Source: an optimization exercise on an open RTL-to-GDS flow (aim: small area). Production flows keep margins and buffers that such runs may drop. Where RTL was checked, it was by simulation tests only, not by an equivalence proof against the original. No driver is modelled on the clock port, so clock power and skew are understated where the tree is cut down; a real chip needs a root buffer or a tree.

## the reference run
// l1_trigger_top
module l1_trigger_top (
    input  logic        aclk,
    input  logic        rst_n_i,
    input  logic [19:0] samples_i,
    input  logic        s_axil_awvalid,
    input  logic [7:0]  s_axil_awaddr,
    input  logic        s_axil_wvalid,
    input  logic [31:0] s_axil_wdata,
    input  logic [3:0]  s_axil_wstrb,
    input  logic        s_axil_bready,
    input  logic        s_axil_arvalid,
    input  logic [7:0]  s_axil_araddr,
    input  logic        s_axil_rready,
    output logic        s_axil_awready,
    output logic        s_axil_wready,
    output logic        s_axil_bvalid,
    output logic [1:0]  s_axil_bresp,
    output logic        s_axil_arready,
    output logic        s_axil_rvalid,
    output logic [31:0] s_axil_rdata,
    output logic [1:0]  s_axil_rresp,
    output logic [1:0]  trigger_o
);
Size in the first run: roughly 680 cells after synthesis, ~7700 µm² of cells after synthesis.
export LEC_CHECK = 0
export CAP_MARGIN = 20
export CORE_MARGIN = 2
export CORE_UTILIZATION = 80
export PLACE_DENSITY = 0.88
export SLEW_MARGIN = 20
create_clock -name core_clock -period 5.0 [get_ports {aclk}]
standard.sh (not shown) runs the stock make flow with config.mk's settings and CLKGATE_MAP_FILE= SYNTH_SCRIPT=/design/flow/synth_recipe.tcl, a recipe that flattens the netlist after the stock synthesis.
==> flow/flow/run.sh <==
#!/bin/bash
# The standard synthesis and layout (standard.sh), with these changes:
#  - the port buffers are buf_1 cells instead of the resizer's default pick,
#  - the clock tree is built by mytree.tcl in place of clock_tree_synthesis:
#    the clock port drives one clkbuf_8, which drives clkbuf_8 leaves, each
#    leaf driving one cluster of about 15 neighbouring flip-flops,
#  - the buffers ABC adds in synthesis are removed at floorplan (the
#    resizer's repair buffers again where it needs to),
#  - after the standard synthesis, invopt.py removes the inverter pairs that
#    Yosys's full-adder extraction leaves around the adders. Registers are
#    untouched; the result is checked against the synthesized netlist with a
#    combinational equivalence proof (flip-flops cut), and dropped if the
#    proof fails.
# Each tool's output goes to its own log in this folder.
set -euo pipefail
export BUFFER_PORTS_ARGS="-buffer_cell sky130_fd_sc_hd__buf_1"
export REMOVE_ABC_BUFFERS=1
YOSYS="${YOSYS_EXE:-$FLOW_HOME/../tools/install/yosys/bin/yosys}"
R=orfs/results/${FLOW_PLATFORM}/l1_trigger_top/base

bash standard.sh synth > synth.log 2>&1

cp "$R/1_2_yosys.v" synth_netlist.v
if python3 flow/invopt.py synth_netlist.v invopt.v > invopt.log 2>&1 &&
   python3 flow/cut_ffs.py synth_netlist.v eq_a.v >> invopt.log 2>&1 &&
   python3 flow/cut_ffs.py invopt.v eq_b.v >> invopt.log 2>&1; then
  cat > eq.ys <<EOT
read_liberty -ignore_miss_func $FLOW_HOME/platforms/sky130hd/lib/sky130_fd_sc_hd__tt_025C_1v80.lib
read_verilog eq_a.v
rename $FLOW_TOP gold
read_verilog eq_b.v
rename $FLOW_TOP gate
proc
flatten
miter -equiv -flatten -make_assert gold gate miter
hierarchy -top miter
sat -verify -prove-asserts miter
EOT
  if "$YOSYS" -s eq.ys > eq.log 2>&1; then
    echo "invopt netlist proven equivalent; using it" >> invopt.log
    cp invopt.v "$R/1_2_yosys.v"
    rm -f "$R/1_synth.odb" "$R/1_synth.sdc"
  else
    echo "equivalence proof failed; keeping the synthesized netlist" >> invopt.log
  fi
fi

# Layout: ORFS's scripts, with cts.tcl's clock_tree_synthesis call replaced
rm -rf myscripts
cp -r "$FLOW_HOME/scripts" myscripts
python3 - <<'PY'
p = "myscripts/cts.tcl"
s = open(p).read()
old = "log_cmd clock_tree_synthesis {*}$cts_args"
assert s.count(old) == 1
s = s.replace(old, "source $::env(MYTREE_TCL)\n"
              "mytree_build sky130_fd_sc_hd__clkbuf_8 sky130_fd_sc_hd__clkbuf_8 15\n"
              "set_propagated_clock [all_clocks]")
open(p, "w").write(s)
PY
export MYTREE_TCL="$PWD/flow/mytree.tcl"
SCRIPTS_DIR="$PWD/myscripts" bash standard.sh > flow.log 2>&1
Other scripts of this flow, unchanged in this note and not shown: flow/flow/cut_ffs.py, flow/flow/invopt.py, flow/flow/mytree.tcl
The reference run closes out successfully: all stages finished, all timing, DRC and antenna checks passed.
Setup changes, the reference run to the trial run
diff --git a/flow/design.v b/flow/design.v
--- a/flow/design.v
+++ b/flow/design.v
@@ -308,67 +308,67 @@
     end
     function automatic logic [7:0] add8(input logic [7:0] x, input logic [7:0] y);
         logic [1:0] t;
         logic       c;
         c = 1'b0;
         for (int i = 0; i < 8; i++) begin
             t = l1_trig_pkg::fa(x[i], y[i], c);
             add8[i] = t[0];
             c = t[1];
         end
     endfunction
     logic [NUM_BEAMS-1:0]              wrote;
-    logic [POWER_W-1:4]                lvl_hi;
+    logic [POWER_W-1:6]                lvl_hi;
     logic                              hi_zero;
     logic [2:0]                        a0;
     logic [3:0]                        a1;
     logic [4:0]                        a2;
-    logic [5:0]                        a3;
-    logic [5:2]                        rt_hi;
-    logic [5:2]                        rt_hi_q;
-    logic [4:0]                        a3_q;
+    logic [5:3]                        rt_hi;
+    logic [5:3]                        rt_hi_q;
+    logic [3:0]                        a2_q;
     logic                              hi_zero_q;
-    logic [3:0]                        lvl_lo;
+    logic [5:0]                        lvl_lo;
+    logic [5:0]                        a3;
     logic [6:0]                        a4;
     logic [7:0]                        a5;
-    logic [1:0]                        rt_lo;
+    logic [2:0]                        rt_lo;
     logic [ROOT_W-1:0]                 nroot_new;
     logic [NUM_BEAMS-1:0][ROOT_W-1:0]  nroot_stage;
     logic [NUM_BEAMS-1:0][ROOT_W-1:0]  nroot_next;
     logic [NUM_BEAMS-1:0][ROOT_W-1:0]  nroot_use;
     always_comb begin
-        logic [POWER_W-1:4] cur;
-        cur = awaddr_i[2] ? thresh_stage[1][POWER_W-1:4] : thresh_stage[0][POWER_W-1:4];
-        lvl_hi[7:4]          = wstrb_i[0] ? wdata_i[7:4]          : cur[7:4];
+        logic [POWER_W-1:6] cur;
+        cur = awaddr_i[2] ? thresh_stage[1][POWER_W-1:6] : thresh_stage[0][POWER_W-1:6];
+        lvl_hi[7:6]          = wstrb_i[0] ? wdata_i[7:6]          : cur[7:6];
         lvl_hi[15:8]         = wstrb_i[1] ? wdata_i[15:8]         : cur[15:8];
         lvl_hi[POWER_W-1:16] = wstrb_i[2] ? wdata_i[POWER_W-1:16] : cur[POWER_W-1:16];
     end
     assign hi_zero  = (lvl_hi[POWER_W-1:LOW_W] == '0);
     assign a0       = {1'b0, lvl_hi[11:10]} + 3'b111;
     assign rt_hi[5] = !a0[2];
     assign a1       = 4'(add8(8'({a0[1:0], lvl_hi[9:8]}), 8'({rt_hi[5], 1'b0, 2'b11})));
     assign rt_hi[4] = !a1[3];
     assign a2       = 5'(add8(8'({a1[2:0], lvl_hi[7:6]}), 8'({rt_hi[4], rt_hi[5:4] ^ {2{rt_hi[4]}}, 2'b11})));
     assign rt_hi[3] = !a2[4];
-    assign a3       = 6'(add8(8'({a2[3:0], lvl_hi[5:4]}), 8'({rt_hi[3], rt_hi[5:3] ^ {3{rt_hi[3]}}, 2'b11})));
-    assign rt_hi[2] = !a3[5];
     always_ff @(posedge aclk) begin
         rt_hi_q   <= rt_hi;
-        a3_q      <= a3[4:0];
+        a2_q      <= a2[3:0];
         hi_zero_q <= hi_zero;
     end
-    assign lvl_lo    = wrote[1] ? thresh_stage[1][3:0] : thresh_stage[0][3:0];
-    assign a4        = {a3_q, lvl_lo[3:2]} + {rt_hi_q[2], rt_hi_q[5:2] ^ {4{rt_hi_q[2]}}, 2'b11};
+    assign lvl_lo    = wrote[1] ? thresh_stage[1][5:0] : thresh_stage[0][5:0];
+    assign a3        = {a2_q, lvl_lo[5:4]} + {rt_hi_q[3], rt_hi_q[5:3] ^ {3{rt_hi_q[3]}}, 2'b11};
+    assign rt_lo[2]  = !a3[5];
+    assign a4        = {a3[4:0], lvl_lo[3:2]} + {rt_lo[2], {rt_hi_q, rt_lo[2]} ^ {4{rt_lo[2]}}, 2'b11};
     assign rt_lo[1]  = !a4[6];
-    assign a5        = {a4[5:0], lvl_lo[1:0]} + {rt_lo[1], {rt_hi_q, rt_lo[1]} ^ {5{rt_lo[1]}}, 2'b11};
+    assign a5        = {a4[5:0], lvl_lo[1:0]} + {rt_lo[1], {rt_hi_q, rt_lo[2:1]} ^ {5{rt_lo[1]}}, 2'b11};
     assign rt_lo[0]  = !a5[7];
     assign nroot_new = hi_zero_q ? {1'b1, ~rt_hi_q, ~rt_lo} : ~ROOT_NEVER;
     always_ff @(posedge aclk) begin
         wrote <= thresh_sel & {NUM_BEAMS{rst_n_i}};
         for (int b = 0; b < NUM_BEAMS; b++) begin
             if (wrote[b] || !rst_n_i) begin
                 nroot_stage[b] <= {nroot_new[6] && rst_n_i, nroot_new[5:0] | {6{!rst_n_i}}};
             end
         end
     end
     assign nroot_use    = update_now ? nroot_stage : nroot_next;
     assign root_use_n_o = nroot_use;
### Flow results
- The trial run vs the reference run, source of the critical timing path: l1_trigger_regs_inst.wrote[1]$_DFF_P_ vs s_axil_awaddr[2]
- The mapped cell area in the trial run sits 200 µm² below the value recorded for the reference run.
- Of the reference run and the trial run, the higher smallest setup slack after layout belongs to the reference run.
- Relative to the reference run, die area decreased by about 2.5% in the trial run.
- Changes observed in the trial run relative to the reference run: wire length lost about 4%; minimum clock period grew by 0.57 ns.
- Ratio of routed vias to standard cells, the reference run and the trial run: smaller value in the trial run
- Cell with the biggest individual delay on the critical path = sky130_fd_sc_hd__dfxtp_1: the trial run; cell with the biggest individual delay on the critical path = sky130_fd_sc_hd__buf_1: the reference run
The RTL of the reference run was laid out without a check of its function. In every run of this note, the design's own scripts or RTL, not TritonCTS, make the clock network.

[separate check: timing with driven ports]
No port has a modelled driver above. Below, the same layouts with a new extraction and two added sets of constraints. Step 1 sets driving cells, clkbuf_16 on the clock port and buf_2 on the other inputs (assumed; they add their load-dependent delay and slew). Step 2 moves the port delays by t, midway between the first and last clock arrival at a register: inputs arrive t later, outputs are due t later. That takes back most of the time a late clock gives input paths. Slacks: ideal / step 1 / step 2; pairs: ideal / step 1.
run	t (ns)	setup WS [ns]	hold slack, ns	latest minus earliest clock arrival (ns)	slew at the worst register clock pin (ns)
the reference run	0.459	0.713 / 0.717 / 0.258	0.453 / 0.453 / 0.453	0.030 / 0.031	0.10 / 0.10
the trial run	0.449	0.141 / 0.141 / -0.076	0.449 / 0.449 / 0.449	0.029 / 0.029	0.10 / 0.10
With both steps, setup timing fails in the trial run, where it was met with ideal ports. For the reference run, which loses most, drivers alone change the setup slack by +0.004 ns; drivers and shift together by -0.455 ns.
